Context: an optimization exercise on an open-source flow, tuned for small area. The choices shown serve that exercise and are no tape-out recipe. The RTL was checked by simulation tests, not by an equivalence proof against the original design. Power figures rest on the tool's default switching activity, not on a simulated workload.

==> flow/design.v <==
package reg_block_pkg;
    localparam int ADDR_W = 8;
    localparam int DATA_W = 16;
    localparam int DEPTH  = 2 ** ADDR_W;
    localparam int NUM_RD = 2;
    typedef logic [ADDR_W-1:0]             addr_t;
    typedef logic [DATA_W-1:0]             data_t;
    typedef logic [DEPTH*DATA_W-1:0]       mem_t;
endpackage
module reg_block_rdport (
    input  reg_block_pkg::addr_t                 addr,
    input  logic [reg_block_pkg::DEPTH-1:0]      valid,
    input  reg_block_pkg::mem_t                  mem,
    output reg_block_pkg::data_t                 data
);
    localparam int DEPTH  = reg_block_pkg::DEPTH;
    localparam int DATA_W = reg_block_pkg::DATA_W;
    localparam int NGRP   = DEPTH / 8;    
    localparam int NL2    = NGRP / 4;     
    logic [15:0] lo, hi;
    always_comb begin
        lo = '0;
        hi = '0;
        lo[addr[3:0]] = 1'b1;
        hi[addr[7:4]] = 1'b1;
    end
    logic [DEPTH-1:0] sel;
    for (genvar i = 0; i < DEPTH; i++) begin : g_sel
        reg_block_and3 u_sel (.a(hi[i/16]), .b(lo[i%16]), .c(valid[i]), .y(sel[i]));
    end
    for (genvar b = 0; b < DATA_W; b++) begin : g_bit
        logic [NGRP-1:0] grp;    
        logic [NL2-1:0]  l2;
        logic [1:0]      l3;
        for (genvar g = 0; g < NGRP; g++) begin : g_grp
            logic [7:0] d;
            for (genvar k = 0; k < 8; k++) begin : g_d
                assign d[k] = mem[(8*g+k)*DATA_W+b];
            end
            reg_block_grp8 u_grp (.s(sel[8*g +: 8]), .d(d), .y(grp[g]));
        end
        for (genvar k = 0; k < NL2; k++) begin : g_l2
            reg_block_or4 u_n (.a(grp[4*k]), .b(grp[4*k+1]), .c(grp[4*k+2]), .d(grp[4*k+3]), .y(l2[k]));
        end
        for (genvar k = 0; k < 2; k++) begin : g_l3
            reg_block_or4 u_n (.a(l2[4*k]), .b(l2[4*k+1]), .c(l2[4*k+2]), .d(l2[4*k+3]), .y(l3[k]));
        end
        reg_block_or2 u_out (.a(l3[0]), .b(l3[1]), .y(data[b]));
    end
endmodule
module reg_block_grp8 (
    input  logic [7:0] s,
    input  logic [7:0] d,
    output logic       y
);
    assign y = |(s & d);
endmodule
module reg_block_and3 (input logic a, b, c, output logic y);
    assign y = a & b & c;
endmodule
module reg_block_or4 (input logic a, b, c, d, output logic y);
    assign y = a | b | c | d;
endmodule
module reg_block (
    input  logic        clk,
    input  logic        rst_n,
    input  reg_block_pkg::addr_t       Addr_Out_A,
    input  reg_block_pkg::addr_t       Addr_Out_B,
    input  reg_block_pkg::addr_t       Addr_In,
    input  reg_block_pkg::data_t       Data_In,
    input  logic        WE,
    output reg_block_pkg::data_t       Data_Out_A,
    output reg_block_pkg::data_t       Data_Out_B
);
    localparam int DEPTH  = reg_block_pkg::DEPTH;
    localparam int DATA_W = reg_block_pkg::DATA_W;
    reg_block_pkg::mem_t  mem;
    reg_block_pkg::mem_t  mem_d;
    logic [DEPTH-1:0]     valid;
    logic [DEPTH-1:0]     valid_d;
    logic [DEPTH-1:0]     wr_sel;     
    logic [DEPTH-1:0]     wr_hold;    
    logic [15:0] wlo, whi, wlo_n, whi_n;
    always_comb begin
        wlo = '0;
        whi = '0;
        wlo[Addr_In[3:0]] = 1'b1;
        whi[Addr_In[7:4]] = WE;
    end
    assign wlo_n = ~wlo;
    assign whi_n = ~whi;
    for (genvar i = 0; i < DEPTH; i++) begin : g_row
        reg_block_nor2  u_we   (.a(whi_n[i/16]), .b(wlo_n[i%16]), .y(wr_sel[i]));
        reg_block_nand2 u_hold (.a(whi[i/16]),   .b(wlo[i%16]),   .y(wr_hold[i]));
        reg_block_or2   u_vld  (.a(valid[i]),    .b(wr_sel[i]),   .y(valid_d[i]));
        for (genvar b = 0; b < DATA_W; b++) begin : g_bit
            reg_block_hold u_bit (
                .ld   (wr_sel[i]),
                .hold (wr_hold[i]),
                .d    (Data_In[b]),
                .q    (mem[i*DATA_W+b]),
                .y    (mem_d[i*DATA_W+b])
            );
        end
    end
    always_ff @(posedge clk or negedge rst_n) begin
        if (!rst_n) valid <= '0;
        else        valid <= valid_d;
    end
    always_ff @(posedge clk) mem <= mem_d;
    reg_block_rdport u_rd_a (.addr(Addr_Out_A), .valid(valid), .mem(mem), .data(Data_Out_A));
    reg_block_rdport u_rd_b (.addr(Addr_Out_B), .valid(valid), .mem(mem), .data(Data_Out_B));
endmodule
module reg_block_hold (
    input  logic ld,
    input  logic hold,
    input  logic d,
    input  logic q,
    output logic y
);
    assign y = (ld & d) | (hold & q);
endmodule
module reg_block_nor2 (input logic a, b, output logic y);
    assign y = ~(a | b);
endmodule
module reg_block_nand2 (input logic a, b, output logic y);
    assign y = ~(a & b);
endmodule
module reg_block_or2 (input logic a, b, output logic y);
    assign y = a | b;
endmodule
export LEC_CHECK = 0
export CAP_MARGIN = 15
export CORE_MARGIN = 2
export CORE_UTILIZATION = 30
export CTS_CLUSTER_DIAMETER = 150
export CTS_CLUSTER_SIZE = 20
export GPL_TIMING_DRIVEN = 0
export PLACE_DENSITY = 0.4
export SLEW_MARGIN = 15
export SYNTH_HIERARCHICAL = 1
create_clock -name core_clock -period 14.0 [get_ports {clk}]
run.sh (not shown) runs the stock make flow with config.mk's settings and CLKGATE_MAP_FILE= SYNTH_SCRIPT=/design/flow/synth_recipe.tcl, a recipe that flattens the netlist after the stock synthesis.
Next try:
--- a/flow/design.v
+++ b/flow/design.v
@@ -14,10 +14,11 @@
     output reg_block_pkg::data_t                 data
 );
     localparam int DEPTH  = reg_block_pkg::DEPTH;
     localparam int DATA_W = reg_block_pkg::DATA_W;
-    localparam int NGRP   = DEPTH / 8;    
-    localparam int NL2    = NGRP / 4;     
+    localparam int NPAIR  = DEPTH / 2;    
+    localparam int NL1    = NPAIR / 4;    
+    localparam int NL2    = NL1 / 4;      
     logic [15:0] lo, hi;
     always_comb begin
         lo = '0;
         hi = '0;
@@ -28,36 +29,42 @@
     for (genvar i = 0; i < DEPTH; i++) begin : g_sel
         reg_block_and3 u_sel (.a(hi[i/16]), .b(lo[i%16]), .c(valid[i]), .y(sel[i]));
     end
     for (genvar b = 0; b < DATA_W; b++) begin : g_bit
-        logic [NGRP-1:0] grp;    
-        logic [NL2-1:0]  l2;
-        logic [1:0]      l3;
-        for (genvar g = 0; g < NGRP; g++) begin : g_grp
-            logic [7:0] d;
-            for (genvar k = 0; k < 8; k++) begin : g_d
-                assign d[k] = mem[(8*g+k)*DATA_W+b];
-            end
-            reg_block_grp8 u_grp (.s(sel[8*g +: 8]), .d(d), .y(grp[g]));
+        logic [NPAIR-1:0] pair_n;   
+        logic [NL1-1:0]   l1;       
+        logic [NL2-1:0]   l2;       
+        logic [1:0]       l3;       
+        for (genvar g = 0; g < NPAIR; g++) begin : g_pair
+            reg_block_aoi22 u_aoi (
+                .a1 (sel[2*g]),   .a2 (mem[(2*g)*DATA_W+b]),
+                .b1 (sel[2*g+1]), .b2 (mem[(2*g+1)*DATA_W+b]),
+                .y  (pair_n[g])
+            );
+        end
+        for (genvar k = 0; k < NL1; k++) begin : g_l1
+            reg_block_nand4 u_n (.a(pair_n[4*k]), .b(pair_n[4*k+1]), .c(pair_n[4*k+2]), .d(pair_n[4*k+3]), .y(l1[k]));
         end
         for (genvar k = 0; k < NL2; k++) begin : g_l2
-            reg_block_or4 u_n (.a(grp[4*k]), .b(grp[4*k+1]), .c(grp[4*k+2]), .d(grp[4*k+3]), .y(l2[k]));
+            reg_block_or4 u_n (.a(l1[4*k]), .b(l1[4*k+1]), .c(l1[4*k+2]), .d(l1[4*k+3]), .y(l2[k]));
         end
         for (genvar k = 0; k < 2; k++) begin : g_l3
             reg_block_or4 u_n (.a(l2[4*k]), .b(l2[4*k+1]), .c(l2[4*k+2]), .d(l2[4*k+3]), .y(l3[k]));
         end
         reg_block_or2 u_out (.a(l3[0]), .b(l3[1]), .y(data[b]));
     end
 endmodule
-module reg_block_grp8 (
-    input  logic [7:0] s,
-    input  logic [7:0] d,
-    output logic       y
+module reg_block_aoi22 (
+    input  logic a1, a2, b1, b2,
+    output logic y
 );
-    assign y = |(s & d);
+    assign y = ~((a1 & a2) | (b1 & b2));
 endmodule
 module reg_block_and3 (input logic a, b, c, output logic y);
     assign y = a & b & c;
+endmodule
+module reg_block_nand4 (input logic a, b, c, d, output logic y);
+    assign y = ~(a & b & c & d);
 endmodule
 module reg_block_or4 (input logic a, b, c, d, output logic y);
     assign y = a | b | c | d;
 endmodule
What happened: The new run completed and failed the layout checks on antenna rules. Synthesized area increases by 12%. Die area increases by 12%. Clock power increases by about 1%. Total power increases by 1.6%. Maximum frequency decreases by 3.0%. Worst setup slack gets worse by 0.39 ns. Design area increases by 11%. Critical path depth is unchanged. Wire length increases by 4.0%. Synthesized cell count stays the same.

## re-timing with driven ports
No port has a modelled driver above. Below, the same layouts with a new extraction and two added sets of constraints. Step 1 sets driving cells, clkbuf_16 on the clock port and buf_2 on the other inputs (assumed; they add their load-dependent delay and slew). Step 2 moves the port delays by t, midway between the first and last clock arrival at a register: inputs arrive t later, outputs are due t later. That takes back most of the time a late clock gives input paths. Slacks: ideal / step 1 / step 2; pairs: ideal / step 1.
| run | shift t [ns] | setup slack, ns | worst setup path at the end | slew at the worst register clock pin (ns) | worst slew at a driven data input, ns |
|---|---|---|---|---|---|
| the first run | 1.182 | 1.468 / 1.357 / 1.357 | input to output | 0.10 / 0.10 | 0.34 |
| the second run | 1.202 | 1.078 / 1.046 / 1.046 | input to output | 0.11 / 0.11 | 0.24 |
For the first run, which loses most, drivers alone change the setup slack by -0.111 ns; drivers and shift together by -0.111 ns.
